From an optimization exercise on the open Yosys and OpenROAD flow, aimed at small area and a short achievable clock period; shortcuts taken in it are not production practice.
Where RTL was checked, it was by simulation tests only, not by an equivalence proof against the original.
Function not checked in runs 2 to 4 and 7: the RTL went through the layout flow alone.
Power is estimated from default activity; no workload was simulated.

## design/flow/constraint.sdc

```tcl
create_clock -name core_clock -period 6.0 [get_ports {aclk}]
set_input_delay 1.2000 -clock core_clock [delete_from_list [all_inputs] [get_ports {aclk}]]
set_output_delay 1.2000 -clock core_clock [all_outputs]
set_load 0.01 [all_outputs]
```

## design/flow/config.mk

```make
export PLATFORM = sky130hd
export DESIGN_NAME = generic_fifo
export DESIGN_NICKNAME = generic_fifo
export VERILOG_FILES = /design/flow/design.v
export SDC_FILE = /design/flow/constraint.sdc
export NUM_CORES = 4
export LEC_CHECK = 0
export CAP_MARGIN = 20
export CORE_MARGIN = 2
export CORE_UTILIZATION = 40
export SLEW_MARGIN = 20
```

## design/flow/run.sh

```bash
#!/bin/bash
# synth_recipe.tcl (not shown) runs the flow's synth.tcl, then flattens the netlist and writes it again
# the make line also repeats each setting of config.mk as NAME=value (left out here)
make -C /OpenROAD-flow-scripts/flow DESIGN_CONFIG=/design/flow/config.mk WORK_HOME=/design/flow/orfs CLKGATE_MAP_FILE= SYNTH_SCRIPT=/design/flow/synth_recipe.tcl finish
```

## design/flow/design.v

```verilog
package utils_pkg;
    typedef enum logic [2:0] {
        ST_IDLE = 3'd0,
        ST_HDR  = 3'd1,
        ST_DATA = 3'd2,
        ST_ERR  = 3'd3,
        ST_DONE = 3'd4
    } state_t;
    typedef struct packed {
        logic [7:0]  header;
        logic [3:0]  opcode;
        logic [63:0] data;
        logic [3:0]  error;
        state_t      m_state;
    } packet_t;
endpackage
module fifo_ptr #(
    parameter int DEPTH      = 16,
    parameter int COUNT_SIZE = (DEPTH <= 1) ? 1 : $clog2(DEPTH)
) (
    input  logic                  aclk,
    input  logic                  resetn,
    input  logic                  adv,
    output logic [COUNT_SIZE-1:0] ptr
);
    always_ff @(posedge aclk or negedge resetn) begin
        if (!resetn)
            ptr <= '0;
        else if (adv)
            ptr <= (ptr == COUNT_SIZE'(DEPTH - 1)) ? '0 : ptr + 1'b1;
    end
endmodule
module generic_fifo #(
    parameter int DEPTH      = 16,
    parameter int COUNT_SIZE = (DEPTH <= 1) ? 1 : $clog2(DEPTH)
) (
    input  logic                  aclk,
    input  logic                  resetn,
    input  logic                  push,
    input  logic                  pop,
    output logic [COUNT_SIZE-1:0] wr_ptr,
    output logic [COUNT_SIZE-1:0] rd_ptr,
    output logic                  full,
    output logic                  empty,
    input  utils_pkg::packet_t    data_in,
    output utils_pkg::packet_t    data_out
);
    logic [$bits(data_in)-1:0] mem [DEPTH];
    logic [COUNT_SIZE:0]   count;
    logic                  do_push;
    logic                  do_pop;
    assign empty    = (count == '0);
    assign full     = (count == (COUNT_SIZE + 1)'(DEPTH));
    assign do_push  = push && (!full || pop);
    assign do_pop   = pop && !empty;
    assign data_out = mem[rd_ptr];
    fifo_ptr #(.DEPTH(DEPTH), .COUNT_SIZE(COUNT_SIZE)) u_wr_ptr (
        .aclk   (aclk),
        .resetn (resetn),
        .adv    (do_push),
        .ptr    (wr_ptr)
    );
    fifo_ptr #(.DEPTH(DEPTH), .COUNT_SIZE(COUNT_SIZE)) u_rd_ptr (
        .aclk   (aclk),
        .resetn (resetn),
        .adv    (do_pop),
        .ptr    (rd_ptr)
    );
    always_ff @(posedge aclk or negedge resetn) begin
        if (!resetn)
            count <= '0;
        else if (do_push != do_pop)
            count <= do_push ? count + 1'b1 : count - 1'b1;
    end
    always_ff @(posedge aclk or negedge resetn) begin
        if (!resetn) begin
            for (int i = 0; i < DEPTH; i++)
                mem[i] <= '0;
        end else if (do_push) begin
            mem[wr_ptr] <= data_in;
        end
    end
endmodule
```

==> flow_metrics.tcl, run 1 <==
set metrics [dict create \
    period_minus_slack_ns 5.78 \
    clockBufferDepth 3 \
    cts_tree "yes" \
    floorplan.initialDensity_pct 40.3 \
    worst-path-max-fanout 52 \
    finClkSkew_ns 0.0219 \
    clock_latency_ns 0.80 \
    synth-edff-count 0 \
    nFillCells 13500 \
    synth-main-ff-cell "dfrtp_1" \
    antenna_found_initial 19 \
    overflow 0 \
    status "complete, no violations" \
    grt_pass1_vias 41200 \
    synthCells 4511 \
    crit_buf_inv 4 \
    avgViaCountPerCell 6.09 \
    nets 4617 \
    ant_nets 0 \
    p_leak_nw 28.9 \
    cp.required_ns 4.80 \
    layout_common_cells "mux2_2 (1353), dfrtp_1 (1339), a22oi_1 (180)" \
    worst-setup-path-type "flip-flop to output pin" \
    synth-compound-area-share_pct 10.9 \
    setup_viol 0 \
    firstDrtPassIters 6 \
    path_clk_slew_ns 0.06 \
    tightest_slew_ns 1.15 \
    min_period_over_period_pct 96.4 \
    drive_gt1_share_pct 38.1 \
    yosysSeqAreaShare_pct 55.4 \
    crit_chain "inv_1, ha_4, buf_4, buf_4, a221oi_1, a211oi_1, a31oi_1, a41oi_1, clkdlybuf4s50_1" \
    grt_pass1_wl_um 289000 \
    rr_startpoint "count[0]" \
    fmax_ghz 0.173 \
    r2r_setup_slack_ns 2.57 \
    grt_max_degree 173 \
    setup_tns_ns 0 \
    grt_setup_unrepaired "no" \
    slew_headroom_pct 23.6 \
    coreArea_um2 150000 \
    critPathMaxStageDelay_ns 0.74 \
    grt_usage_pct 25.4 \
    mostFrequentLayoutCell "mux2_2" \
    ff2ff_path_depth 7 \
    drt-total-wl_um 196000 \
    drtIter0Drc 4133 \
    cts_sinks 1341 \
    die_w_um 393 \
    synthXorXnorAreaFrac_pct 0.0868 \
    crit_path_top_delay_cell "ha_4" \
    yosysWarnings 3 \
    crit_top_cell "buf_4" \
    hold_path.class "input port to async pin" \
    r2r-end "count[4]" \
    cts_max_level 4 \
    die_area_um2 155000 \
    multi_input_area_um2 24800 \
    synth_top_family_by_area "multiplexers" \
    synth_top_area_share_pct 55.4 \
    synth_top_cell_by_area "dfrtp_1" \
    io_buffers 179 \
    worstPathArrival_ns 4.58 \
    syn_avg_cell_area_um2 13.4 \
    dp_hpwl_um 111000 \
    netlist_area_um2 60600 \
    cts_setup_buffers 0 \
    cts-root-buf "clkbuf_16" \
    dieHeight_um 393 \
    place_congestion 0.768 \
    routedWlPerCell_um 29.4 \
    synth_fa_ha_area_share_pct 0.260 \
    via_count 40600 \
    setup_slack_ns 0.217 \
    drc 0 \
    peakVddDrop_uv 384 \
    synth.area.top_cells "dfrtp_1 (55%), mux2_2 (25%), a22oi_1 (2.2%), clkbuf_1 (1.5%), a221oi_1 (1.3%)" \
    yosys-mux-area-fraction_pct 26.4 \
    cts_resized 0 \
    hold_buffers 0 \
    critical-path-top-delay-family "buffers and inverters" \
    syn2layout_area_growth_pct 14.2 \
    slew_viol_final 0 \
    cap_violations 0 \
    cts_buffers 148 \
    ios 180 \
    regArea_um2 33600 \
    finalHoldViolations 0 \
    startpoint_type "flip-flop" \
    preCtsSetupSlack_ns 1.05 \
    synthSimpleGateAreaFrac_pct 2.91 \
    synthArstFlopShare_pct 100 \
    ys_ff_latch 1341 \
    num_rows 142 \
    p_per_area_nw_per_um2 618 \
    cp-end-kind "output pin" \
    yosys.cell_types.count 70 \
]
-- where the power goes --
part,switching [mW],internal (mW)
registers,2.32,13.5
logic,9.52,8.21
clock network,3.82,5.41
total,15.7,27.1
-- per-stage QoR --
step                      power, mW  util [%]  hold slack, ns  instances  instance area, um^2
after floorplan                26.0         -           0.471       4511                60600
after global placement         33.2      42.8           0.480       6384                64300
after detailed placement       33.6      42.8           0.485       6384                64300
after CTS                      42.9      46.1           0.428       6651                69200
after global routing           44.9      46.1           0.440       6654                69200
final                          42.7      46.1           0.406       6660                69200
-- flip-flops by register name, indices dropped and copies added (netlist names) --
register,count
u_rd_ptr.ptr,4
u_wr_ptr.ptr,4
mem,1328
count,5
-- per-layer routing --
metal	global-route usage (%)	share of wire (%)	up-vias
met5	0	0.040	-
met4	9.52	3.5	14
met3	5.74	7.2	361
met2	39.8	47	1385
met1	34.3	43	21800
li1	-	-	17000
-- cell families after synthesis --
group	Yosys count
compound gates	877
flops	1341
simple gates	384
fa+ha+maj	12
xor+xnor	6
mux	1420
buf+inv	471
-- cells in the mapped netlist, drive strengths merged (58+ instances only) --
| master | count |
|---|---|
| nand2 | 108 |
| clkbuf | 242 |
| mux2 | 1353 |
| a21oi | 121 |
| a221oi | 91 |
| a22oi | 180 |
| o21ai | 58 |
| nand3 | 70 |
| buf | 216 |
| a31oi | 65 |
| a222oi | 67 |
| nor2 | 120 |
| mux2i | 60 |
| dfrtp | 1341 |
-- worst reg2reg max path, cell delays in order, from the launching register on --
cell and delay (ns):
dfrtp_1 0.45, or4_1 0.77, o21ai_1 0.59, ha_1 0.38, a21o_1 0.22, a2111o_1 0.41
o211a_1 0.13, or3_1 0.36
-- worst max path at each step --
stage | end | start | depth (start not counted)
after floorplan | data_out[82] | u_rd_ptr.ptr[0] | 10
after CTS | data_out[15] | u_rd_ptr.ptr[0] | 9
after global routing | data_out[12] | u_rd_ptr.ptr[0] | 9
after global placement | data_out[15] | u_rd_ptr.ptr[0] | 9
final | data_out[0] | u_rd_ptr.ptr[0] | 9
after detailed placement | data_out[63] | u_rd_ptr.ptr[0] | 7
-- area by class of cell --
type | instances | area share, %
clock buffer | 227 | 6.47
inverter | 13 | 0.0777
clock inverter | 40 | 0.633
antenna | 9 | 0.0325
multi-input combinational | 2699 | 35.9
tap | 2016 | 3.64
sequential | 1341 | 48.5
timing repair buffer | 315 | 4.74
==> inputs of run 2 (changes only) <==
--- a/design/flow/design.v
+++ b/design/flow/design.v
@@ -45,15 +45,18 @@
     input  utils_pkg::packet_t    data_in,
     output utils_pkg::packet_t    data_out
 );
-    logic [$bits(data_in)-1:0] mem [DEPTH];
-    logic [COUNT_SIZE:0]   count;
-    logic                  do_push;
-    logic                  do_pop;
-    assign empty    = (count == '0);
-    assign full     = (count == (COUNT_SIZE + 1)'(DEPTH));
-    assign do_push  = push && (!full || pop);
-    assign do_pop   = pop && !empty;
-    assign data_out = mem[rd_ptr];
+    localparam int W = $bits(data_in);
+    logic [W-1:0]   mem [DEPTH];
+    logic [DEPTH:0] vld;             
+    logic           empty_q;
+    logic           do_push;
+    logic           do_pop;
+    assign vld[DEPTH] = 1'b0;
+    assign full       = vld[DEPTH-1];
+    assign empty      = empty_q;
+    assign do_push    = push && (!vld[DEPTH-1] || pop);
+    assign do_pop     = pop && vld[0];
+    assign data_out   = mem[0];
     fifo_ptr #(.DEPTH(DEPTH), .COUNT_SIZE(COUNT_SIZE)) u_wr_ptr (
         .aclk   (aclk),
         .resetn (resetn),
@@ -67,17 +70,23 @@
         .ptr    (rd_ptr)
     );
     always_ff @(posedge aclk or negedge resetn) begin
-        if (!resetn)
-            count <= '0;
-        else if (do_push != do_pop)
-            count <= do_push ? count + 1'b1 : count - 1'b1;
+        if (!resetn) begin
+            vld[DEPTH-1:0] <= '0;
+            empty_q        <= 1'b1;
+        end else if (do_push && !do_pop) begin
+            vld[DEPTH-1:0] <= {vld[DEPTH-2:0], 1'b1};
+            empty_q        <= 1'b0;
+        end else if (do_pop && !do_push) begin
+            vld[DEPTH-1:0] <= {1'b0, vld[DEPTH-1:1]};
+            empty_q        <= !vld[1];
+        end
     end
-    always_ff @(posedge aclk or negedge resetn) begin
-        if (!resetn) begin
-            for (int i = 0; i < DEPTH; i++)
-                mem[i] <= '0;
-        end else if (do_push) begin
-            mem[wr_ptr] <= data_in;
+    always_ff @(posedge aclk) begin
+        for (int i = 0; i < DEPTH; i++) begin
+            if (pop)
+                mem[i] <= vld[i+1] ? mem[(i+1) % DEPTH] : data_in;
+            else
+                mem[i] <= vld[i] ? mem[i] : data_in;
         end
     end
 endmodule
==> run 2 against run 1 <==
Non-clock buffer count decreased by 90. Clock skew rose by 0.0065 ns. Critical path depth is 8 lower. Power is 43% lower. Cell count decreased by 1.5%. Die area is 5.9% lower. Synthesized area decreased by 5.9%. Sequential power fell by 29%.
==> flow_metrics.tcl, run 2 <==
set metrics [dict create \
    worstSetupPathDepth 1 \
    ff2ff_path_depth 4 \
    synth-main-ff-cell "dfxtp_1" \
    drive_gt1_share_pct 11.7 \
    antenna_found_initial 12 \
    startpoint "vld[15]" \
    cts-root-buf "clkbuf_16" \
    synth.area.top_cells "dfxtp_1 (44%), mux2i_1 (38%), mux2_2 (5.0%), edfxtp_1 (4.4%), buf_4 (1.6%)" \
    r2r-end "mem[14][71]" \
    floorplan.initialDensity_pct 40.3 \
    r2r_setup_slack_ns 3.11 \
    grt_pass1_vias 33500 \
    crit_path_top_delay_cell "dfrtp_4" \
    cap_violations 0 \
    place_congestion 0.698 \
    critical-path-top-delay-family "flip-flops" \
    endpoint "full" \
    finalHoldViolations 0 \
    ys_ff_latch 1353 \
    synth_top_area_share_pct 43.7 \
    nFillCells 13000 \
    cts_setup_buffers 0 \
    cp.required_ns 4.80 \
    fin_cells 6562 \
    grt_usage_pct 16.8 \
    cp-end-kind "output pin" \
    cts_tree "yes" \
    crit_buf_inv 1 \
    syn2layout_area_growth_pct 12.3 \
    grt_pass1_wl_um 195000 \
    worst-path-max-fanout 22 \
    firstDrtPassIters 5 \
    die_w_um 381 \
    setup_viol 0 \
    dp_cells 6284 \
    cts_buffers 149 \
    drc 0 \
    yosysWarnings 3 \
    grtUsageMet1_pct 22.7 \
    path_clk_slew_ns 0.06 \
    yosysSeqAreaShare_pct 49.2 \
    slew_headroom_pct 23.4 \
    grt_setup_unrepaired "no" \
    critPathMaxStageDelay_ns 0.79 \
    syn_avg_cell_area_um2 12.2 \
    worst-setup-path-type "flip-flop to output pin" \
    slew_viol_final 0 \
    via_count 33300 \
    peakVddDrop_uv 311 \
    synth_top_cell_by_area "dfxtp_1" \
    dieHeight_um 381 \
    crit_chain "clkdlybuf4s50_1" \
    yosys.cell_types.count 30 \
    synthArstFlopShare_pct 1.85 \
    cts_sinks 1353 \
    p_per_area_nw_per_um2 378 \
    synth-edff-count 83 \
    yosys.cell_count.top_type "mux2i_1" \
    period_minus_slack_ns 3.44 \
    hold_path.class "flip-flop to flip-flop" \
    clockBufferDepth 3 \
    coreArea_um2 141000 \
    fmax_ghz 0.291 \
    cts_max_level 4 \
    clock_latency_ns 0.76 \
    mostFrequentLayoutCell "mux2i_1" \
    cts_resized 0 \
    hold_buffers 0 \
    drtIter0Drc 1495 \
    ant_nets 0 \
    largest_reg_flops 1328 \
    status "complete, no violations" \
    tightest_slew_ns 1.15 \
    dp_hpwl_um 69700 \
    synthCells 4657 \
    ios 180 \
    busiest_layer "met2" \
    netlist_area_um2 57000 \
    setup_tns_ns 0 \
    grtUsageMet3_pct 3.32 \
    overflow 0 \
    drt-total-wl_um 124000 \
    met2_usage_pct 27.3 \
    die_area_um2 145000 \
    num_rows 138 \
    routedWlPerCell_um 18.8 \
    rr_startpoint "vld[15]" \
    p_leak_nw 24.7 \
    io_buffers 179 \
    worstPathArrival_ns 2.24 \
    synth_commonest_cells "mux2i_1 (2172), dfxtp_1 (1245), mux2_2 (252)" \
    reg_top3 "mem x1328, vld x16" \
    layout_common_cells "mux2i_1 (2172), dfxtp_1 (1245), mux2_2 (252)" \
    startpoint_type "flip-flop" \
    nets 4635 \
    regMostFlops "mem" \
    grt_max_degree 154 \
    min_period_over_period_pct 57.3 \
    avgViaCountPerCell 5.08 \
    finClkSkew_ns 0.0284 \
]
==> run 2: through the flow <==
stage	utilization (%)	cell area [um^2]	total power, mW	worst slack, ns	hold slack [ns]
after floorplan	-	57000	14.2	1.72	0.456
after global placement	41.8	59100	15.4	2.26	0.461
after detailed placement	41.8	59200	15.5	2.23	0.469
after CTS	45.2	64000	24.6	2.48	0.482
after global routing	45.2	64000	25.4	2.48	0.489
final	45.2	64000	24.2	2.56	0.479
==> run 2: kinds of logic (layout without fill, tap and decap cells) <==
family | after synthesis | after routing | share of synthesized area [%]
multiplexers | 2424 | 2424 | 43.1
flip-flops | 1353 | 1353 | 49.2
buffers and inverters | 489 | 500 | 4.49
AND/OR/NAND/NOR | 194 | 194 | 1.30
AO/OA/AOI/OAI | 192 | 192 | 1.76
adder cells (fa/ha/maj) | 3 | 3 | 0.0659
XOR/XNOR | 2 | 2 | 0.0307
other | 0 | 4 | 0
==> run 2: where the power goes <==
part           switching (mW)  total (mW)  internal [mW]  leakage, nW
clock                    3.71        8.92           5.21         2.39
combinational            2.05        4.04           1.99         10.7
sequential              0.762        11.2           10.5         11.6
==> run 2: cell type report <==
cell class              instances  area (um^2)  share of cell area [%]
clock inverters                56          424                   0.663
multi-input cells            2815        26400                    41.3
diodes                          4         10.0                  0.0156
inverters                       1         3.75                 0.00587
repair buffers                225         2290                    3.58
flip-flops and latches       1353        28100                    43.9
well taps                    1890         2360                    3.70
clock buffers                 218         4390                    6.85
==> run 2: worst min path at each step <==
stage	slack [ns]	cells after the start	to	start
CTS	0.48	1	mem[15][26]	mem[15][26]
global route	0.49	1	mem[15][1]	mem[15][1]
global placement	0.46	1	mem[15][37]	mem[15][37]
detailed placement	0.47	1	mem[15][66]	mem[15][66]
floorplan	0.46	1	mem[15][74]	mem[15][74]
finish	0.48	1	mem[15][55]	mem[15][55]
==> run 2: layer usage <==
layer,part of all wire (%),vias to the layer above,wire (um)
li1,-,16400,-
met1,49,16400,60300
met2,46,352,56800
met3,3.6,169,4510
met4,1.6,8,2000
met5,0.046,-,57
==> run 2: worst reg2reg max path, stage by stage (launching register included) <==
cell and delay (ns):
dfrtp_4 0.79, buf_4 0.71, buf_4 0.78, mux2i_1 0.35, mux2i_1 0.09
==> inputs of run 3 (changes only) <==
--- a/design/flow/design.v
+++ b/design/flow/design.v
@@ -81,12 +81,18 @@
             empty_q        <= !vld[1];
         end
     end
-    always_ff @(posedge aclk) begin
+    logic [DEPTH-1:0] sel_hold, sel_shift, sel_load;
+    always_comb begin
         for (int i = 0; i < DEPTH; i++) begin
-            if (pop)
-                mem[i] <= vld[i+1] ? mem[(i+1) % DEPTH] : data_in;
-            else
-                mem[i] <= vld[i] ? mem[i] : data_in;
+            sel_hold[i]  = !pop && vld[i];
+            sel_shift[i] = pop && vld[i+1];
+            sel_load[i]  = pop ? !vld[i+1] : !vld[i];
         end
     end
+    always_ff @(posedge aclk) begin
+        for (int i = 0; i < DEPTH; i++)
+            mem[i] <= ({W{sel_hold[i]}} & mem[i])
+                    | ({W{sel_shift[i]}} & mem[(i+1) % DEPTH])
+                    | ({W{sel_load[i]}} & data_in);
+    end
 endmodule
--- a/design/flow/config.mk
+++ b/design/flow/config.mk
@@ -8,4 +8,5 @@
 export CAP_MARGIN = 20
 export CORE_MARGIN = 2
 export CORE_UTILIZATION = 40
+export SETUP_SLACK_MARGIN = 3.5
 export SLEW_MARGIN = 20
==> run 3 against run 2 <==
Sequential power grew 4%. Still clean. Utilization rose by 0.053 points. Design area is 8.6% lower. Largest cell class unchanged. Critical path type is now input port to flip-flop.
==> flow_metrics.tcl, run 3 <==
set metrics [dict create \
    finish.utilization_pct 45.3 \
    drt-total-wl_um 156000 \
    netlist_area_um2 51900 \
    hold-worst-slack_ns 0.450 \
    synth.area.top_cells "dfxtp_1 (48%), a221o_1 (24%), and3_1 (15%), edfxtp_1 (4.8%), clkbuf_1 (3.0%)" \
    startpoint_type "input port" \
    grt_usage_pct 23.0 \
    synthCells 4584 \
    total_power_mw 24.2 \
    finalInstanceArea_um2 58500 \
    cts_tree "yes" \
    synth_top_cell_by_area "dfxtp_1" \
    ant_nets 0 \
    clock_latency_ns 0.76 \
    drc 0 \
    syn2layout_area_growth_pct 12.8 \
    firstDrtPassIters 5 \
    place_congestion 0.752 \
    synth_top_area_share_pct 48.0 \
    avgViaCountPerCell 6.39 \
    yosysWarnings 3 \
    synth_commonest_cells "a221o_1 (1245), and3_1 (1245), dfxtp_1 (1245)" \
    preCtsSetupSlack_ns 2.24 \
    setup_slack_ns 3.39 \
    p_per_area_nw_per_um2 414 \
    cts-root-buf "clkbuf_16" \
    grt_setup_unrepaired "yes" \
    layout_common_cells "and3_1 (1245), a221o_1 (1245), dfxtp_1 (1220)" \
    setup_tns_ns 0 \
    worst-path-max-fanout 232 \
    nets 4463 \
    r2r_setup_slack_ns 3.52 \
    cap_violations 0 \
    syn_avg_cell_area_um2 11.3 \
    cts_sinks 1353 \
    via_count 39800 \
    cts_buffers 142 \
    setup_viol 0 \
    cp-end-kind "flip-flop" \
    worst-setup-path-type "input port to flip-flop" \
    overflow 0 \
    largest_reg_flops 1245 \
    fmax_ghz 0.383 \
    die_w_um 364 \
    dieHeight_um 364 \
    dp_hpwl_um 80000 \
    postPlaceCellArea_um2 54000 \
    ys_ff_latch 1353 \
    grt_max_degree 247 \
    drive_gt1_share_pct 10.7 \
    finClkSkew_ns 0.0294 \
    reg_top3 "mem x1245, vld x16" \
    p_leak_nw 27.2 \
    slew_headroom_pct 26.1 \
    io_buffers 179 \
    routedWlPerCell_um 25.1 \
    fin_cells 6225 \
    period_minus_slack_ns 2.61 \
    die_area_um2 133000 \
    cp.required_ns 6.68 \
    synthArstFlopShare_pct 1.85 \
    min_period_over_period_pct 43.5 \
    regMostFlops "mem" \
    synth-main-ff-cell "dfxtp_1" \
    dp_cells 5951 \
    synth-edff-count 83 \
    ios 180 \
    status "complete, no violations" \
    peakVddDrop_uv 260 \
    num_rows 132 \
    path_clk_slew_ns 0.06 \
    finalHoldViolations 0 \
    drtIter0Drc 4188 \
    hold_path.class "input port to async pin" \
    grt_pass1_vias 39700 \
    clockBufferDepth 3 \
    antennaDiodeCount 0 \
    slew_viol_final 0 \
    cts_max_level 4 \
    grt_pass1_wl_um 244000 \
    floorplan.initialDensity_pct 40.2 \
    coreArea_um2 129000 \
    yosys.cell_types.count 31 \
    antenna_found_initial 3 \
    yosysSeqAreaShare_pct 54.1 \
    worstPathArrival_ns 3.30 \
    tightest_slew_ns 1.10 \
]
[run 3: cell types whose count changed in the layout (fill, tap and decap cells not counted), sizes merged, moves of 86 or more]
cell / delta
mux2i: -2157
a221o: +1245
and3: +1245
mux2: -250
buf: +144
clkdlybuf4s50: -94
nand2: -86
[run 3: cell families (layout without fill, tap and decap cells)]
family / count (synthesis) / in the layout / share of synthesized area, %
AND/OR/NAND/NOR: 1289 / 1291 / 15.5
AO/OA/AOI/OAI: 1284 / 1285 / 24.4
adder cells (fa/ha/maj): 3 / 3 / 0.0724
flip-flops: 1353 / 1353 / 54.1
buffers and inverters: 636 / 532 / 5.60
multiplexers: 17 / 17 / 0.333
XOR/XNOR: 2 / 2 / 0.0338
[run 3: report_power, final]
group | switching [mW] | total (mW) | internal (mW)
Clock | 3.68 | 8.61 | 4.94
Sequential | 0.902 | 11.6 | 10.7
Combinational | 2.24 | 4.01 | 1.77
[run 3: worst max-delay path, stage by stage]
cell     delay [ns]
buf_12         0.40
buf_4          0.42
buf_16         0.47
and3_1         0.29
a221o_1        0.11
[run 3: area by class of cell]
cell class | instances | area [um^2]
fill | 12000 | 70600
sequential | 1353 | 28100
multi-input combinational | 2598 | 21200
clock buffer | 217 | 4170
timing repair buffer | 277 | 2410
tap | 1742 | 2180
clock inverter | 37 | 370
inverter | 1 | 3.75
[run 3: timing repair]
action	in CTS	in global routing
endpoints found under the hold margin	0	0
gates resized for setup	457	16
buffers inserted	13	4
endpoints found under the setup margin	1224	822
hold buffers	0	0
cloned	3	0
[run 3: routing by layer]
layer | global-route usage, % | vias to the layer above | part of all wire (%)
met2 | 37.2 | 1424 | 46
li1 | - | 18100 | -
met4 | 5.98 | 0 | 2.1
met5 | 0 | - | 0
met3 | 3.67 | 253 | 7.2
met1 | 32.0 | 20100 | 45
[run 3: worst paths after layout]
path                                 start               to  depth (start not counted)
worst max-delay path                   pop       mem[7][42]                          5
worst min-delay path                resetn  u_wr_ptr.ptr[3]                          1
worst max register to register      vld[9]       mem[9][19]                          3
worst min register to register  mem[0][13]       mem[0][13]                          1
max in group asynchronous           resetn           vld[3]                          1
min in group core_clock         mem[0][13]       mem[0][13]                          1
==> inputs of run 4 (changes only) <==
--- a/design/flow/design.v
+++ b/design/flow/design.v
@@ -30,6 +30,17 @@
             ptr <= (ptr == COUNT_SIZE'(DEPTH - 1)) ? '0 : ptr + 1'b1;
     end
 endmodule
+module fifo_sel3n (
+    input  logic a_n,
+    input  logic a_sel,
+    input  logic b_n,
+    input  logic b_sel,
+    input  logic c_n,
+    input  logic c_sel,
+    output logic y
+);
+    assign y = !((a_sel && a_n) || (b_sel && b_n) || (c_sel && c_n));
+endmodule
 module generic_fifo #(
     parameter int DEPTH      = 16,
     parameter int COUNT_SIZE = (DEPTH <= 1) ? 1 : $clog2(DEPTH)
@@ -46,11 +57,17 @@
     output utils_pkg::packet_t    data_out
 );
     localparam int W = $bits(data_in);
-    logic [W-1:0]   mem [DEPTH];
-    logic [DEPTH:0] vld;             
-    logic           empty_q;
-    logic           do_push;
-    logic           do_pop;
+    logic [W-1:0]     mem     [DEPTH];
+    logic [W-1:0]     mem_n   [DEPTH+1];   
+    logic [W-1:0]     mem_nxt [DEPTH];
+    logic [W-1:0]     din_n;
+    logic [DEPTH:0]   vld;                 
+    logic [DEPTH-1:0] sel_hold;
+    logic [DEPTH-1:0] sel_shift;
+    logic [DEPTH-1:0] sel_load;
+    logic             empty_q;
+    logic             do_push;
+    logic             do_pop;
     assign vld[DEPTH] = 1'b0;
     assign full       = vld[DEPTH-1];
     assign empty      = empty_q;
@@ -81,7 +98,6 @@
             empty_q        <= !vld[1];
         end
     end
-    logic [DEPTH-1:0] sel_hold, sel_shift, sel_load;
     always_comb begin
         for (int i = 0; i < DEPTH; i++) begin
             sel_hold[i]  = !pop && vld[i];
@@ -89,10 +105,24 @@
             sel_load[i]  = pop ? !vld[i+1] : !vld[i];
         end
     end
+    assign din_n = ~data_in;
+    assign mem_n[DEPTH] = '0;
+    for (genvar i = 0; i < DEPTH; i++) begin : g_row
+        assign mem_n[i] = ~mem[i];
+        for (genvar b = 0; b < W; b++) begin : g_bit
+            fifo_sel3n u_sel (
+                .a_n   (mem_n[i][b]),
+                .a_sel (sel_hold[i]),
+                .b_n   (mem_n[i+1][b]),
+                .b_sel (sel_shift[i]),
+                .c_n   (din_n[b]),
+                .c_sel (sel_load[i]),
+                .y     (mem_nxt[i][b])
+            );
+        end
+    end
     always_ff @(posedge aclk) begin
         for (int i = 0; i < DEPTH; i++)
-            mem[i] <= ({W{sel_hold[i]}} & mem[i])
-                    | ({W{sel_shift[i]}} & mem[(i+1) % DEPTH])
-                    | ({W{sel_load[i]}} & data_in);
+            mem[i] <= mem_nxt[i];
     end
 endmodule
--- a/design/flow/config.mk
+++ b/design/flow/config.mk
@@ -8,5 +8,6 @@
 export CAP_MARGIN = 20
 export CORE_MARGIN = 2
 export CORE_UTILIZATION = 40
-export SETUP_SLACK_MARGIN = 3.5
 export SLEW_MARGIN = 20
+export SYNTH_HIERARCHICAL = 1
+export SYNTH_MINIMUM_KEEP_SIZE = 0
==> run 4 against run 3 <==
Still clean on timing, DRC and antenna. Sequential power fell by 5%. Clock power rose by 5.5%. Cell count rose by 3.0%. Power rose by 1.4%. Setup slack got worse by 0.93 ns. Synthesized cell count fell by 7.8%. Via count fell by 4.6%. Critical path depth rose by 1. Die area fell by 10%. Critical endpoint is now vld[5].
==> flow_metrics.tcl, run 4 <==
set metrics [dict create \
    die_w_um 345 \
    io_buffers 179 \
    critPathMaxStageDelay_ns 0.78 \
    num_rows 125 \
    regMostFlops "mem" \
    finalHoldViolations 0 \
    ios 180 \
    cap_violations 0 \
    mostFrequentLayoutCell "inv_1" \
    cp.required_ns 6.57 \
    antenna_found_initial 4 \
    dieHeight_um 345 \
    clock_latency_ns 0.77 \
    peakVddDrop_uv 292 \
    cts_max_level 4 \
    synth_commonest_cells "inv_1 (1416), a222oi_1 (1328), dfxtp_1 (1328)" \
    dp_hpwl_um 74600 \
    drive_gt1_share_pct 7.22 \
    cts_buffers 142 \
    synth_top_area_share_pct 57.0 \
    synthArstFlopShare_pct 1.85 \
    hold_buffers 0 \
    slew_viol_final 0 \
    avgViaCountPerCell 5.92 \
    worstPathArrival_ns 4.12 \
    worst-setup-path-type "input port to flip-flop" \
    drt-total-wl_um 137000 \
    drc 0 \
    startpoint "pop" \
    cts_tree "yes" \
    min_from "mem[5][15]" \
    synth-edff-count 0 \
    largest_reg_flops 1328 \
    grt_max_degree 84 \
    cts_sinks 1353 \
    grt_pass1_vias 36300 \
    p_leak_nw 26.1 \
    preCtsSetupSlack_ns 1.66 \
    cts-root-buf "clkbuf_16" \
    floorplan.initialDensity_pct 40.2 \
    yosysWarnings 13 \
    grt_pass1_wl_um 213000 \
    synthCells 4227 \
    startpoint_type "input port" \
    setup_slack_ns 2.46 \
    ant_nets 0 \
    reg_top3 "mem x1328, vld x16" \
    met2_length_um 63100 \
    nets 4866 \
    place_congestion 0.753 \
    cts_resized 0 \
    status "complete, no violations" \
    yosys.cell_count.top_type "inv_1" \
    worst-path-max-fanout 34 \
    synth.area.top_cells "dfxtp_1 (57%), a222oi_1 (29%), inv_1 (11%), dfrtp_1 (1.3%), mux2i_1 (0.30%)" \
    ys_ff_latch 1353 \
    rr_startpoint "vld[4]" \
    wl_met1_um 57900 \
    finClkSkew_ns 0.0376 \
    cp-end-kind "flip-flop" \
    finalInstanceArea_um2 56600 \
    die_area_um2 119000 \
    p_per_area_nw_per_um2 433 \
    yosysSeqAreaShare_pct 58.4 \
    grt_setup_unrepaired "no" \
    routedWlPerCell_um 21.3 \
    crit_buf_inv 1 \
    min_period_over_period_pct 59.1 \
    crit_chain "buf_2, nand2b_4, and2_1, ha_1, mux2i_1, o21ai_0" \
    synth_top_cell_by_area "dfxtp_1" \
    cts_setup_buffers 0 \
    crit_path_top_delay_cell "ha_1" \
    syn_avg_cell_area_um2 11.0 \
    wl_met3_um 12900 \
    postPlaceCellArea_um2 51700 \
    synth-main-ff-cell "dfxtp_1" \
    overflow 0 \
    setup_viol 0 \
    slew_headroom_pct 28.8 \
    syn2layout_area_growth_pct 21.5 \
    path_clk_slew_ns 0.06 \
    period_minus_slack_ns 3.54 \
    grt_usage_pct 22.1 \
    yosys.cell_types.count 28 \
    critical-path-top-delay-family "simple AND/OR/NAND/NOR gates" \
    coreArea_um2 116000 \
    netlist_area_um2 46600 \
    hold_path.class "flip-flop to flip-flop" \
    top_layer "met5" \
    clockBufferDepth 3 \
    tightest_slew_ns 1.07 \
    layout_common_cells "inv_1 (1415), a222oi_1 (1328), dfxtp_1 (1328)" \
    drtIter0Drc 8192 \
    firstDrtPassIters 17 \
    fmax_ghz 0.282 \
    finish.utilization_pct 48.9 \
    via_count 38000 \
]
run 4: cell count changes after synthesis, sizes merged, moves of 3 or more:
| cell | previous run | this run |
|---|---|---|
| edfxtp | 83 | 0 |
| o21ai | 16 | 21 |
| nand2 | 18 | 21 |
| and2 | 1 | 16 |
| and3 | 1245 | 0 |
| dfxtp | 1245 | 1328 |
| nor2 | 0 | 15 |
| clkbuf | 411 | 3 |
| a221o | 1245 | 0 |
| buf | 224 | 5 |
| inv | 1 | 1416 |
| a222oi | 0 | 1328 |
| a21oi | 18 | 3 |
run 4: report_power, final:
part / switching (mW) / total (mW) / leakage, nW / internal [mW]
clock network: 3.72 / 9.08 / 2.42 / 5.36
registers: 0.475 / 11.0 / 11.5 / 10.5
logic: 2.62 / 4.44 / 12.2 / 1.82
total: 6.82 / 24.5 / 26.1 / 17.7
run 4: final cells by class:
cell class / count / area [um^2]
well taps: 1524 / 1910
fillers: 10500 / 59300
multi-input cells: 1615 / 14900
inverters: 1416 / 5320
flip-flops and latches: 1353 / 27200
repair buffers: 248 / 2390
clock inverters: 53 / 743
clock buffers: 202 / 4160
diodes: 1 / 2.50
run 4: per-stage QoR:
step | TNS (ns) | power, mW | cells | hold WS [ns]
after floorplan | -1481.69 | 13.9 | 4392 | 0.439
after global placement | 0 | 15.5 | 6153 | 0.442
after detailed placement | 0 | 15.6 | 6154 | 0.450
after CTS | 0 | 24.7 | 6409 | 0.426
after global routing | 0 | 25.7 | 6411 | 0.460
final | 0 | 24.5 | 6412 | 0.435
run 4: cells by family (layout without fill, tap and decap cells):
| family | after synthesis | after routing | synth area share, % |
|---|---|---|---|
| AND/OR/NAND/NOR | 75 | 75 | 0.800 |
| adder cells (fa/ha/maj) | 3 | 3 | 0.0805 |
| XOR/XNOR | 2 | 2 | 0.0376 |
| multiplexers | 16 | 16 | 0.349 |
| buffers and inverters | 1424 | 1919 | 11.6 |
| AO/OA/AOI/OAI | 1353 | 1353 | 28.8 |
| other | 1 | 167 | 0.00804 |
| flip-flops | 1353 | 1353 | 58.4 |
run 4: final timing paths:
check,to,slack [ns],cells past startpoint
setup reg to reg,mem[3][34],3.20,4
min in group asynchronous,u_rd_ptr.ptr[3],0.45,1
setup / recovery,vld[5],2.46,6
max in group asynchronous,vld[15],5.15,1
hold reg to reg,mem[4][15],0.43,2
hold / removal,mem[4][15],0.43,2
run 4: modules after synthesis, one instance, submodules excluded, a selection:
module / cell area (um^2) / flops+latches / copies in the design / cells inside
fifo_sel3n: 10.0 / 0 / 1328 / 1
generic_fifo: 33000 / 1345 / 1 / 2865
run 4: per-layer routing:
layer  up-vias  global-route usage (%)
li1      17800                       -
met1     18500                    29.5
met2      1558                    36.6
met3       192                    4.11
met4         4                    5.94
met5         -                       0
run 4: tightest hold or removal path: stages, from the launching register on:
cell	delay (ns)
dfxtp_1	0.30
inv_1	0.06
a222oi_1	0.06
==> inputs of run 5 (changes only) <==
--- a/design/flow/design.v
+++ b/design/flow/design.v
@@ -41,6 +41,14 @@
 );
     assign y = !((a_sel && a_n) || (b_sel && b_n) || (c_sel && c_n));
 endmodule
+module fifo_sel2n (
+    input  logic a_n,
+    input  logic c_n,
+    input  logic a_sel,
+    output logic y
+);
+    assign y = !(a_sel ? a_n : c_n);
+endmodule
 module generic_fifo #(
     parameter int DEPTH      = 16,
     parameter int COUNT_SIZE = (DEPTH <= 1) ? 1 : $clog2(DEPTH)
@@ -58,19 +66,18 @@
 );
     localparam int W = $bits(data_in);
     logic [W-1:0]     mem     [DEPTH];
-    logic [W-1:0]     mem_n   [DEPTH+1];   
+    logic [W-1:0]     mem_n   [DEPTH];     
     logic [W-1:0]     mem_nxt [DEPTH];
     logic [W-1:0]     din_n;
     logic [DEPTH:0]   vld;                 
     logic [DEPTH-1:0] sel_hold;
     logic [DEPTH-1:0] sel_shift;
     logic [DEPTH-1:0] sel_load;
-    logic             empty_q;
     logic             do_push;
     logic             do_pop;
     assign vld[DEPTH] = 1'b0;
     assign full       = vld[DEPTH-1];
-    assign empty      = empty_q;
+    assign empty      = !vld[0];
     assign do_push    = push && (!vld[DEPTH-1] || pop);
     assign do_pop     = pop && vld[0];
     assign data_out   = mem[0];
@@ -89,13 +96,10 @@
     always_ff @(posedge aclk or negedge resetn) begin
         if (!resetn) begin
             vld[DEPTH-1:0] <= '0;
-            empty_q        <= 1'b1;
         end else if (do_push && !do_pop) begin
             vld[DEPTH-1:0] <= {vld[DEPTH-2:0], 1'b1};
-            empty_q        <= 1'b0;
         end else if (do_pop && !do_push) begin
             vld[DEPTH-1:0] <= {1'b0, vld[DEPTH-1:1]};
-            empty_q        <= !vld[1];
         end
     end
     always_comb begin
@@ -106,19 +110,27 @@
         end
     end
     assign din_n = ~data_in;
-    assign mem_n[DEPTH] = '0;
     for (genvar i = 0; i < DEPTH; i++) begin : g_row
         assign mem_n[i] = ~mem[i];
         for (genvar b = 0; b < W; b++) begin : g_bit
-            fifo_sel3n u_sel (
-                .a_n   (mem_n[i][b]),
-                .a_sel (sel_hold[i]),
-                .b_n   (mem_n[i+1][b]),
-                .b_sel (sel_shift[i]),
-                .c_n   (din_n[b]),
-                .c_sel (sel_load[i]),
-                .y     (mem_nxt[i][b])
-            );
+            if (i < DEPTH - 1) begin : g_mid
+                fifo_sel3n u_sel (
+                    .a_n   (mem_n[i][b]),
+                    .a_sel (sel_hold[i]),
+                    .b_n   (mem_n[i+1][b]),
+                    .b_sel (sel_shift[i]),
+                    .c_n   (din_n[b]),
+                    .c_sel (sel_load[i]),
+                    .y     (mem_nxt[i][b])
+                );
+            end else begin : g_top
+                fifo_sel2n u_sel (
+                    .a_n   (mem_n[i][b]),
+                    .a_sel (sel_hold[i]),
+                    .c_n   (din_n[b]),
+                    .y     (mem_nxt[i][b])
+                );
+            end
         end
     end
     always_ff @(posedge aclk) begin
--- a/design/flow/config.mk
+++ b/design/flow/config.mk
@@ -8,6 +8,9 @@
 export CAP_MARGIN = 20
 export CORE_MARGIN = 2
 export CORE_UTILIZATION = 40
+export CTS_CLUSTER_DIAMETER = 100
+export CTS_CLUSTER_SIZE = 30
+export SETUP_SLACK_MARGIN = 3.7
 export SLEW_MARGIN = 20
 export SYNTH_HIERARCHICAL = 1
 export SYNTH_MINIMUM_KEEP_SIZE = 0
==> run 5 against run 4 <==
Synthesized area about the same. Combinational power increased by 9.7%. Clock skew decreased by 0.0073 ns. Fmax increased by 43%. Setup slack improved by 1.1 ns. Non-clock buffer count increased by 60. Critical path depth decreased by 4. Critical endpoint is now empty. Largest cell class unchanged. Largest power group unchanged. Highest routed layer unchanged.
==> flow_metrics.tcl, run 5 <==
set metrics [dict create \
    status "complete, no violations" \
    peakVddDrop_uv 259 \
    grt_setup_unrepaired "yes" \
    die_w_um 345 \
    clockBufferDepth 3 \
    drc 0 \
    p_leak_nw 24.6 \
    setup_viol 0 \
    slew_viol_final 0 \
    nets 4700 \
    synth_top_cell_by_area "dfxtp_1" \
    largest_reg_flops 1328 \
    worstPathArrival_ns 1.28 \
    cap_violations 0 \
    drtIter0Drc 8849 \
    synth.area.top_cells "dfxtp_1 (57%), a222oi_1 (27%), inv_1 (11%), mux2i_1 (2.1%), dfrtp_1 (1.3%)" \
    grt_max_degree 84 \
    finalHoldViolations 0 \
    overflow 0 \
    ant_nets 0 \
    firstDrtPassIters 15 \
    place_congestion 0.782 \
    clock_latency_ns 0.72 \
    ios 180 \
    synth_commonest_cells "inv_1 (1415), dfxtp_1 (1328), a222oi_1 (1245)" \
    cts_sinks 1352 \
    setup_slack_ns 3.52 \
    path_clk_slew_ns 0.11 \
    yosysWarnings 13 \
    worst-path-max-fanout 2 \
    yosysSeqAreaShare_pct 58.4 \
    dieHeight_um 345 \
    avgViaCountPerCell 6.15 \
    via_count 37800 \
    dp_hpwl_um 76000 \
    min_period_over_period_pct 41.4 \
    regArea_um2 27300 \
    hold_path.class "flip-flop to flip-flop" \
    routedWlPerCell_um 24.9 \
    p_per_area_nw_per_um2 381 \
    regMostFlops "mem" \
    cts_max_level 2 \
    dp_cells 5982 \
    startpoint_type "flip-flop" \
    drt-total-wl_um 153000 \
    finClkSkew_ns 0.0303 \
    synth-edff-count 0 \
    synth-main-ff-cell "dfxtp_1" \
    synthArstFlopShare_pct 1.78 \
    layout_common_cells "inv_1 (1414), a222oi_1 (1245), dfxtp_1 (1245)" \
    nFillCells 10900 \
    grt_usage_pct 24.0 \
    setup_tns_ns 0 \
    synth_top_area_share_pct 57.1 \
    antenna_found_initial 7 \
    io_buffers 179 \
    reg_top3 "mem x1328, vld x16" \
    fmax_ghz 0.403 \
    syn_avg_cell_area_um2 11.0 \
    mostFrequentLayoutCell "inv_1" \
    cts-root-buf "clkbuf_16" \
    period_minus_slack_ns 2.48 \
    yosys.cell_count.top_type "inv_1" \
    total_power_mw 20.6 \
    multi_input_area_um2 14600 \
    grt_pass1_wl_um 225000 \
    grt_pass1_vias 35000 \
    drive_gt1_share_pct 9.89 \
    netlist_area_um2 46600 \
    num_rows 125 \
    tightest_slew_ns 0.908 \
    ys_ff_latch 1352 \
    cts_tree "yes" \
    coreArea_um2 116000 \
    yosys.cell_types.count 23 \
    preCtsSetupSlack_ns 1.88 \
    cp.required_ns 4.80 \
    cts_buffers 53 \
    cp-end-kind "output pin" \
    finish.utilization_pct 46.6 \
    synthCells 4223 \
    worst-setup-path-type "flip-flop to output pin" \
    floorplan.initialDensity_pct 40.2 \
    slew_headroom_pct 39.5 \
    fin_cells 6145 \
    syn2layout_area_growth_pct 15.9 \
    die_area_um2 119000 \
]
[run 5: cell count changes in the layout (fill, tap and decap cells not counted), moves of 24 or more]
cell,delta
buf_6,+101
mux2i_1,+83
clkbuf_16,-87
clkinv_2,-24
clkbuf_8,-35
clkdlybuf4s50_1,-93
dfxtp_1,-83
dfxtp_2,+67
conb_1,-166
a222oi_1,-83
[run 5: cells by family after synthesis]
kind of cell,synth area share [%]
buffers and inverters,11.6
multiplexers,2.13
adder cells (fa/ha/maj),0.0806
flip-flops,58.4
AO/OA/AOI/OAI,27.0
AND/OR/NAND/NOR,0.801
XOR/XNOR,0.0376
[run 5: Yosys stat by module, one instance, submodules excluded, a selection]
module,cells,flip-flops and latches,times used,cell area (um^2)
generic_fifo,2861,1344,1,32900
fifo_sel2n,1,0,83,10.0
fifo_sel3n,1,0,1245,10.0
[run 5: report_power, final]
group	switching, mW	internal [mW]
Sequential	0.599	10.6
Combinational	2.87	2.00
Clock	2.86	1.68
[run 5: final cells by class]
| cell class | count | share of cell area (%) |
|---|---|---|
| well taps | 1524 | 3.53 |
| multi-input cells | 1480 | 27.0 |
| clock inverters | 8 | 0.262 |
| clock buffers | 56 | 2.52 |
| diodes | 2 | 0.00927 |
| flip-flops and latches | 1352 | 50.6 |
| inverters | 1415 | 9.84 |
| repair buffers | 308 | 6.23 |
[run 5: final timing paths]
check	cells past startpoint	slack, ns	endpoint	start
setup / recovery	2	3.52	empty	vld[0]
hold / removal	2	0.42	mem[0][5]	mem[1][5]
setup reg to reg	4	3.75	mem[13][72]	vld[13]
hold reg to reg	2	0.42	mem[0][5]	mem[1][5]
max in group asynchronous	1	5.09	vld[15]	resetn
min in group asynchronous	1	0.48	vld[5]	resetn
[run 5: metrics by stage]
stage | hold WS [ns] | area, um^2
6_report | 0.423 | 54000
5_1_grt | 0.458 | 54000
3_3_place_gp | 0.442 | 51100
4_1_cts | 0.429 | 53600
2_1_floorplan | 0.439 | 46800
3_5_place_dp | 0.449 | 51100
[run 5: critical path, stage by stage, from the launching register on]
cell and delay (ns):
dfrtp_1 0.40, inv_2 0.09, buf_6 0.10
[run 5: routing by layer]
metal,vias up,wire [um],track usage (%)
met1,18400,63200,32.4
met5,-,28,0
met4,4,5130,7.41
li1,17300,-,-
met2,1811,69200,39.2
met3,243,15300,3.87
[run 5: repair_timing]
| action | in CTS | in global routing |
|---|---|---|
| setup buffers | 40 | 23 |
| hold buffers | 0 | 0 |
| resized for setup | 616 | 33 |
| endpoints found under the setup margin | 1354 | 763 |
| pin swaps | 19 | 6 |
| gates cloned | 26 | 8 |
==> inputs of run 6 (changes only) <==
--- a/design/flow/config.mk
+++ b/design/flow/config.mk
@@ -6,6 +6,8 @@
 export NUM_CORES = 4
 export LEC_CHECK = 0
 export CAP_MARGIN = 20
+export CELL_PAD_IN_SITES_DETAIL_PLACEMENT = 1
+export CELL_PAD_IN_SITES_GLOBAL_PLACEMENT = 1
 export CORE_MARGIN = 2
 export CORE_UTILIZATION = 40
 export CTS_CLUSTER_DIAMETER = 100
==> run 6 against run 5 <==
Largest cell class unchanged. Non-clock buffer count grew 9. Sequential cell count is the same. Sequential share of layout area is essentially flat. Synthesized cell count is the same. Combinational power is essentially flat. Sequential power is essentially flat. Synthesized area is the same. Setup slack lost 0.0094 ns. Clock-buffer cell count is the same.
==> flow_metrics.tcl, run 6 <==
set metrics [dict create \
    floorplan.initialDensity_pct 40.2 \
    dp_cells 5996 \
    netlist_area_um2 46600 \
    finalHoldViolations 0 \
    routedWlPerCell_um 27.5 \
    worst-setup-path-type "flip-flop to output pin" \
    syn2layout_area_growth_pct 15.8 \
    synth-main-ff-cell "dfxtp_1" \
    cts_buffers 53 \
    slew_headroom_pct 21.5 \
    drt-total-wl_um 169000 \
    mostFrequentLayoutCell "inv_1" \
    via_count 38700 \
    clock_latency_ns 0.72 \
    firstDrtPassIters 14 \
    postPlaceCellArea_um2 51300 \
    syn_avg_cell_area_um2 11.0 \
    yosysWarnings 13 \
    synth-edff-count 0 \
    drc 0 \
    tightest_slew_ns 1.18 \
    layout_common_cells "inv_1 (1414), a222oi_1 (1245), dfxtp_1 (1245)" \
    grt_pass1_wl_um 250000 \
    p_per_area_nw_per_um2 384 \
    setup_viol 0 \
    drive_gt1_share_pct 9.93 \
    setup_slack_ns 3.51 \
    cp-end-kind "output pin" \
    synth.area.top_cells "dfxtp_1 (57%), a222oi_1 (27%), inv_1 (11%), mux2i_1 (2.1%), dfrtp_1 (1.3%)" \
    dieHeight_um 345 \
    synthSimpleGateAreaFrac_pct 0.801 \
    slew_viol_final 0 \
    yosys-mux-area-fraction_pct 2.13 \
    nFillCells 12500 \
    overflow 0 \
    nets 4700 \
    place_congestion 0.743 \
    synth_top_cell_by_area "dfxtp_1" \
    synth_fa_ha_area_share_pct 0.0806 \
    crit_chain "inv_2, buf_6" \
    cts_sinks 1352 \
    die_w_um 345 \
    grt_usage_pct 27.1 \
    setup_tns_ns 0 \
    crit_path_top_delay_cell "dfrtp_1" \
    ys_ff_latch 1352 \
    reg_top3 "mem x1328, vld x16" \
    synth_top_area_share_pct 57.1 \
    ios 180 \
    yosys.cell_types.count 23 \
    synth-compound-area-share_pct 27.0 \
    startpoint_type "flip-flop" \
    path_clk_slew_ns 0.11 \
    finalInstanceArea_um2 53900 \
    fin_cells 6145 \
    preCtsSetupSlack_ns 2.16 \
    grt_max_degree 84 \
    antennaDiodeCount 0 \
    p_leak_nw 24.6 \
    worst-path-max-fanout 2 \
    cts_tree "yes" \
    dp_hpwl_um 89600 \
    largest_reg_flops 1328 \
    regArea_um2 27300 \
    critPathMaxStageDelay_ns 0.41 \
    synthXorXnorAreaFrac_pct 0.0376 \
    drtIter0Drc 7536 \
    synth_commonest_cells "inv_1 (1415), dfxtp_1 (1328), a222oi_1 (1245)" \
    ff2ff_path_depth 4 \
    avgViaCountPerCell 6.30 \
    multi_input_area_um2 14500 \
    ant_nets 0 \
    worstPathArrival_ns 1.29 \
    peakVddDrop_uv 243 \
    synthArstFlopShare_pct 1.78 \
    yosys.cell_count.top_type "inv_1" \
    die_area_um2 119000 \
    finClkSkew_ns 0.0320 \
    cts_max_level 2 \
    fmax_ghz 0.401 \
    grt_pass1_vias 38200 \
    synth_top_family_by_area "compound AO/OA/AOI/OAI gates" \
    io_buffers 179 \
    coreArea_um2 116000 \
    clockBufferDepth 3 \
    regMostFlops "mem" \
    min_path_cells 2 \
    cap_violations 0 \
    yosysSeqAreaShare_pct 58.4 \
    cp.required_ns 4.80 \
    status "complete, no violations" \
    antenna_found_initial 2 \
    min_period_over_period_pct 41.5 \
    hold_buffers 0 \
    period_minus_slack_ns 2.49 \
    hold_path.class "flip-flop to flip-flop" \
    cts-root-buf "clkbuf_16" \
    grt_setup_unrepaired "yes" \
    num_rows 125 \
    synthCells 4223 \
]
-- run 6: cell counts after synthesis --
Identical to the previous run, type by type.
-- run 6: routing by layer --
| metal | GRT usage [%] | share of wire, % | vias up |
|---|---|---|---|
| met5 | 0 | 0 | - |
| met4 | 5.58 | 2.0 | 0 |
| met3 | 3.55 | 7.4 | 152 |
| met2 | 46.8 | 48 | 1337 |
| met1 | 36.3 | 43 | 20000 |
| li1 | - | - | 17300 |
-- run 6: worst paths after layout --
kind | startpoint | to | slack (ns)
worst min register to register | mem[13][15] | mem[12][15] | 0.45
max in group asynchronous | resetn | vld[11] | 4.88
worst max-delay path | vld[0] | empty | 3.51
worst max register to register | vld[9] | mem[9][23] | 3.79
min in group asynchronous | resetn | vld[5] | 0.85
worst min-delay path | mem[13][15] | mem[12][15] | 0.45
-- run 6: kinds of logic (layout without fill, tap and decap cells) --
group / after synthesis / after routing
muxes: 99 / 99
AOI/OAI and AO/OA: 1269 / 1269
DFF: 1352 / 1352
xor gates and xnor gates: 2 / 2
buffers and inverters: 1423 / 1798
and+or+nand+nor: 75 / 98
adders and majority gates: 3 / 3
-- run 6: stage by stage --
stage	power, mW	hold WS (ns)	util [%]
2_1_floorplan	13.8	0.439	-
3_3_place_gp	15.7	0.443	44.2
3_5_place_dp	15.9	0.451	44.2
4_1_cts	20.8	0.445	46.4
5_1_grt	21.7	0.455	46.5
6_report	20.7	0.445	46.5
-- run 6: area by class of cell --
cell class                      count  share of cell area [%]
Clock buffer                       56                    2.54
Clock inverter                     10                   0.281
Inverter                         1415                    9.85
Multi-Input combinational cell   1471                    26.8
Sequential cell                  1352                    50.7
Tap cell                         1524                    3.53
Timing Repair Buffer              317                    6.29
-- run 6: what timing repair did --
item                                    in CTS  in global routing
buffers inserted                            41                 18
cloned                                      24                  0
endpoints found under the setup margin    1272                876
pin swaps                                   20                  1
resized for setup                          619                 16
-- run 6: power breakdown --
group          internal (mW)  switching (mW)
Combinational           1.98            2.90
Clock                   1.76            2.91
Sequential              10.6           0.600
Total                   14.3            6.42
-- run 6: modules after synthesis, one instance, submodules excluded, a selection --
module	cells	times used	cell area, um^2
generic_fifo	2861	1	32900
fifo_sel2n	1	83	10.0
fifo_sel3n	1	1245	10.0
-- run 6: worst max-delay path: cells and delay by family (launching register included) --
kind,cells,cell delay [ns]
flip-flops,1,0.41
buffers and inverters,2,0.18
==> inputs of run 7 (changes only) <==
==> design/flow/design.v (replaced) <==
package utils_pkg;
    typedef enum logic [2:0] {
        ST_IDLE = 3'd0,
        ST_HDR  = 3'd1,
        ST_DATA = 3'd2,
        ST_ERR  = 3'd3,
        ST_DONE = 3'd4
    } state_t;
    typedef struct packed {
        logic [7:0]  header;
        logic [3:0]  opcode;
        logic [63:0] data;
        logic [3:0]  error;
        state_t      m_state;
    } packet_t;
endpackage
module fifo_ptr #(
    parameter int DEPTH      = 16,
    parameter int COUNT_SIZE = (DEPTH <= 1) ? 1 : $clog2(DEPTH)
) (
    input  logic                  aclk,
    input  logic                  resetn,
    input  logic                  adv,
    output logic [COUNT_SIZE-1:0] ptr
);
    always_ff @(posedge aclk or negedge resetn) begin
        if (!resetn)
            ptr <= '0;
        else if (adv)
            ptr <= (ptr == COUNT_SIZE'(DEPTH - 1)) ? '0 : ptr + 1'b1;
    end
endmodule
module generic_fifo #(
    parameter int DEPTH      = 16,
    parameter int COUNT_SIZE = (DEPTH <= 1) ? 1 : $clog2(DEPTH)
) (
    input  logic                  aclk,
    input  logic                  resetn,
    input  logic                  push,
    input  logic                  pop,
    output logic [COUNT_SIZE-1:0] wr_ptr,
    output logic [COUNT_SIZE-1:0] rd_ptr,
    output logic                  full,
    output logic                  empty,
    input  utils_pkg::packet_t    data_in,
    output utils_pkg::packet_t    data_out
);
    localparam int W = $bits(data_in);
    logic [W-1:0]        head_q;
    logic [W-1:0]        body [DEPTH];
    logic [DEPTH-1:0]    body_wsel;      
    logic [DEPTH-1:0]    body_rsel;      
    logic [COUNT_SIZE:0] count;
    logic                empty_q;
    logic                one_q;          
    logic                full_q;
    logic                do_push;
    logic                do_pop;
    logic                to_head;        
    logic [COUNT_SIZE:0] count_nxt;
    logic [W-1:0]        body_rd;
    assign full     = full_q;
    assign empty    = empty_q;
    assign do_push  = push && (!full_q || pop);
    assign do_pop   = pop && !empty_q;
    assign to_head  = empty_q || (one_q && pop);
    assign data_out = head_q;
    fifo_ptr #(.DEPTH(DEPTH), .COUNT_SIZE(COUNT_SIZE)) u_wr_ptr (
        .aclk   (aclk),
        .resetn (resetn),
        .adv    (do_push),
        .ptr    (wr_ptr)
    );
    fifo_ptr #(.DEPTH(DEPTH), .COUNT_SIZE(COUNT_SIZE)) u_rd_ptr (
        .aclk   (aclk),
        .resetn (resetn),
        .adv    (do_pop),
        .ptr    (rd_ptr)
    );
    always_comb begin
        count_nxt = count;
        if (do_push && !do_pop)
            count_nxt = count + 1'b1;
        else if (do_pop && !do_push)
            count_nxt = count - 1'b1;
    end
    always_ff @(posedge aclk or negedge resetn) begin
        if (!resetn) begin
            count     <= '0;
            empty_q   <= 1'b1;
            one_q     <= 1'b0;
            full_q    <= 1'b0;
            body_wsel <= DEPTH'(1);
            body_rsel <= DEPTH'(1);
        end else begin
            count   <= count_nxt;
            empty_q <= (count_nxt == '0);
            one_q   <= (count_nxt == (COUNT_SIZE + 1)'(1));
            full_q  <= (count_nxt == (COUNT_SIZE + 1)'(DEPTH));
            if (do_push && !to_head)
                body_wsel <= {body_wsel[DEPTH-2:0], body_wsel[DEPTH-1]};
            if (do_pop && !one_q)
                body_rsel <= {body_rsel[DEPTH-2:0], body_rsel[DEPTH-1]};
        end
    end
    always_comb begin
        body_rd = '0;
        for (int i = 0; i < DEPTH; i++)
            body_rd = body_rd | ({W{body_rsel[i]}} & body[i]);
    end
    always_ff @(posedge aclk) begin
        for (int i = 0; i < DEPTH; i++)
            if (body_wsel[i])
                body[i] <= data_in;
    end
    always_ff @(posedge aclk) begin
        if (empty_q || pop)
            head_q <= (empty_q || one_q) ? data_in : body_rd;
    end
endmodule
==> design/flow/config.mk (replaced) <==
export PLATFORM = sky130hd
export DESIGN_NAME = generic_fifo
export DESIGN_NICKNAME = generic_fifo
export VERILOG_FILES = /design/flow/design.v
export SDC_FILE = /design/flow/constraint.sdc
export NUM_CORES = 4
export LEC_CHECK = 0
export CAP_MARGIN = 20
export CORE_MARGIN = 2
export CORE_UTILIZATION = 40
export SETUP_SLACK_MARGIN = 3.5
export SLEW_MARGIN = 20
==> run 7 against run 6 <==
Power grew 3.1%. Register-to-register slack lost 0.23 ns. Die area grew 12%. Hold slack better by 0.061 ns. Critical path type unchanged. Largest cell class unchanged.
==> flow_metrics.tcl, run 7 <==
set metrics [dict create \
    status "complete, no violations" \
    finClkSkew_ns 0.0260 \
    via_count 29400 \
    finalHoldViolations 0 \
    reg_top3 "body x1328, head_q x83" \
    tightest_slew_ns 1.16 \
    clockBufferDepth 3 \
    drc 0 \
    yosys.cell_types.count 42 \
    period_minus_slack_ns 2.70 \
    grt_usage_pct 22.6 \
    synth_fa_ha_area_share_pct 0.0956 \
    place_congestion 0.712 \
    critPathMaxStageDelay_ns 0.53 \
    total_power_mw 21.4 \
    nets 3146 \
    slew_viol_final 0 \
    setup_viol 0 \
    cp.required_ns 4.80 \
    synthCells 2814 \
    synth_top_area_share_pct 80.9 \
    min_period_over_period_pct 45.1 \
    die_area_um2 134000 \
    cts_max_level 4 \
    yosysSeqAreaShare_pct 83.2 \
    synth_top_cell_by_area "edfxtp_1" \
    grt_setup_unrepaired "yes" \
    floorplan.initialDensity_pct 40.4 \
    path_clk_slew_ns 0.06 \
    ios 180 \
    synth-edff-count 1411 \
    worstSetupPathDepth 1 \
    mostFrequentLayoutCell "edfxtp_1" \
    synthSimpleGateAreaFrac_pct 3.25 \
    ant_nets 0 \
    r2r_setup_slack_ns 3.56 \
    synth_commonest_cells "edfxtp_1 (1411), a22oi_1 (332), a221oi_1 (167), nand3_1 (167), a22o_1 (166)" \
    synth-main-ff-cell "edfxtp_1" \
    cap_violations 0 \
    worst-setup-path-type "flip-flop to output pin" \
    regMostFlops "body" \
    cts_tree "yes" \
    cts-root-buf "clkbuf_16" \
    synth_top_family_by_area "compound AO/OA/AOI/OAI gates" \
    synthXorXnorAreaFrac_pct 0.0669 \
    slew_headroom_pct 22.7 \
    ff2ff_path_depth 5 \
    crit_buf_inv 1 \
    layout_common_cells "edfxtp_1 (1411), a22oi_1 (332), nand3_1 (167), a221oi_1 (167), a22o_1 (166)" \
    syn2layout_area_growth_pct 16.4 \
    largest_reg_flops 1328 \
    fmax_ghz 0.370 \
    nFillCells 10800 \
    firstDrtPassIters 6 \
    overflow 0 \
    grt_pass1_wl_um 215000 \
    num_rows 132 \
    yosys.cell_count.top_type "edfxtp_1" \
    io_buffers 179 \
    drt-total-wl_um 156000 \
    dp_hpwl_um 69500 \
    worstPathArrival_ns 1.50 \
    min_path_cells 1 \
    grt_max_degree 55 \
    antenna_found_initial 16 \
    clock_latency_ns 0.79 \
    startpoint_type "flip-flop" \
    cts_buffers 150 \
    drive_gt1_share_pct 13.9 \
    synth.area.top_cells "edfxtp_1 (81%), a22oi_1 (4.8%), a221oi_1 (2.8%), a22o_1 (2.8%), dfrtp_1 (2.2%)" \
    hold_path.class "flip-flop to flip-flop" \
    critical-path-top-delay-family "flip-flops" \
    coreArea_um2 130000 \
    peakVddDrop_uv 301 \
    ys_ff_latch 1459 \
    crit_path_top_delay_cell "edfxtp_1" \
    netlist_area_um2 52400 \
    synth-compound-area-share_pct 11.4 \
    yosysWarnings 3 \
    crit_chain "buf_2" \
    syn_avg_cell_area_um2 18.6 \
    grt_pass1_vias 28800 \
    cp-end-kind "output pin" \
    p_per_area_nw_per_um2 351 \
    avgViaCountPerCell 5.99 \
    routedWlPerCell_um 31.8 \
    p_leak_nw 19.4 \
    synthArstFlopShare_pct 3.29 \
    cts_sinks 1459 \
    setup_tns_ns 0 \
    yosys-mux-area-fraction_pct 0.753 \
    dieHeight_um 366 \
    worst-path-max-fanout 1 \
    drtIter0Drc 3642 \
    die_w_um 366 \
]
==> run 7: cell types whose count changed in the layout (fill, tap and decap cells not counted), moves of 163 or more <==
| cell | delta |
|---|---|
| a221oi_1 | +167 |
| a222oi_1 | -1245 |
| a22o_1 | +166 |
| a22oi_1 | +332 |
| dfxtp_1 | -1245 |
| edfxtp_1 | +1411 |
| inv_1 | -1409 |
| nand3_1 | +163 |
==> run 7: stage by stage <==
step / setup WS (ns) / hold slack (ns) / instances / area, um^2 / util (%)
after floorplan: 3.17 / 0.462 / 2814 / 52400 / -
after global placement: 2.50 / 0.505 / 4613 / 56200 / 43.3
after CTS: 3.22 / 0.503 / 4905 / 60800 / 46.9
after detailed placement: 2.47 / 0.488 / 4614 / 56200 / 43.4
after global routing: 3.27 / 0.523 / 4918 / 61000 / 47.0
final: 3.30 / 0.506 / 4918 / 61000 / 47.0
==> run 7: path summary, 6_finish.rpt <==
check / start / endpoint
max in group asynchronous: resetn / body_rsel[7]
worst max register to register: body_rsel[8] / head_q[52]
worst min-delay path: count[4] / count[4]
worst max-delay path: head_q[30] / data_out[30]
worst min register to register: count[4] / count[4]
min in group asynchronous: resetn / u_rd_ptr.ptr[2]
==> run 7: per-layer routing <==
layer	track usage, %	wire [um]	part of all wire (%)
met1	30.6	63200	40
met5	0	119	0.076
met3	4.19	13000	8.3
met2	37.0	75700	48
met4	7.06	4270	2.7
==> run 7: where the power goes <==
part           leakage [nW]  switching [mW]  internal, mW
Clock                  2.20            3.91          4.88
Sequential             13.4           0.120          11.4
Combinational          3.86           0.715         0.384
Total                  19.4            4.75          16.6
==> run 7: logic make-up (layout without fill, tap and decap cells) <==
family | Yosys count | in the layout
AOI/OAI and AO/OA | 765 | 765
xor gates and xnor gates | 4 | 4
adders and majority gates | 4 | 4
buffers and inverters | 174 | 532
DFF | 1459 | 1459
muxes | 35 | 35
other | 0 | 2
and+or+nand+nor | 373 | 375
==> run 7: what timing repair did <==
action,CTS,global route
setup buffers,18,11
setup endpoints to repair,235,97
gates cloned,2,0
pin swaps,1,0
hold buffers,0,0
gates resized for setup,420,8
==> run 7: layout make-up <==
class	instances	area (um^2)	share of cell area [%]
tap	1742	2180	3.58
clock inverter	72	559	0.918
timing repair buffer	256	2310	3.80
inverter	5	18.8	0.0308
sequential	1459	43700	71.7
multi-input combinational	1183	8160	13.4
clock buffer	199	4020	6.60
antenna	2	5.00	0.00821

==> port drivers added, routing unchanged <==
The results above use ideal ports. As a check the final layouts listed here were re-extracted and re-timed, cells and wires unchanged.
Step 1, drivers: a clkbuf_16 drives aclk and a buf_2 each remaining input, both assumed.
Step 2 also shifts input and output timing later by t, the mid clock arrival at the registers, as if the neighbouring blocks saw the same clock.
Slacks: ideal ports / drivers / drivers and shift; pairs: ideal ports / drivers.
| run | shift t [ns] | slack for setup (ns) | worst setup path at the end | worst register clock-pin slew, ns |
|---|---|---|---|---|
| run 1 | 0.855 | 0.217 / 0.143 / 0.998 | register to output | 0.06 / 0.06 |
| run 2 | 0.821 | 2.560 / 2.490 / 2.162 | input to register | 0.06 / 0.06 |
| run 3 | 0.824 | 3.388 / 3.340 / 2.572 | input to register | 0.06 / 0.06 |
| run 4 | 0.815 | 2.456 / 2.488 / 1.673 | input to register | 0.07 / 0.07 |
| run 5 | 0.768 | 3.518 / 3.450 / 2.881 | input to register | 0.12 / 0.12 |
| run 6 | 0.768 | 3.509 / 3.440 / 2.957 | input to register | 0.12 / 0.12 |
| run 7 | 0.847 | 3.295 / 3.222 / 2.832 | input to register | 0.07 / 0.07 |
After both steps setup and hold are still met in every run listed. For run 3, which loses most, drivers alone change the setup slack by -0.048 ns; drivers and shift together by -0.816 ns.
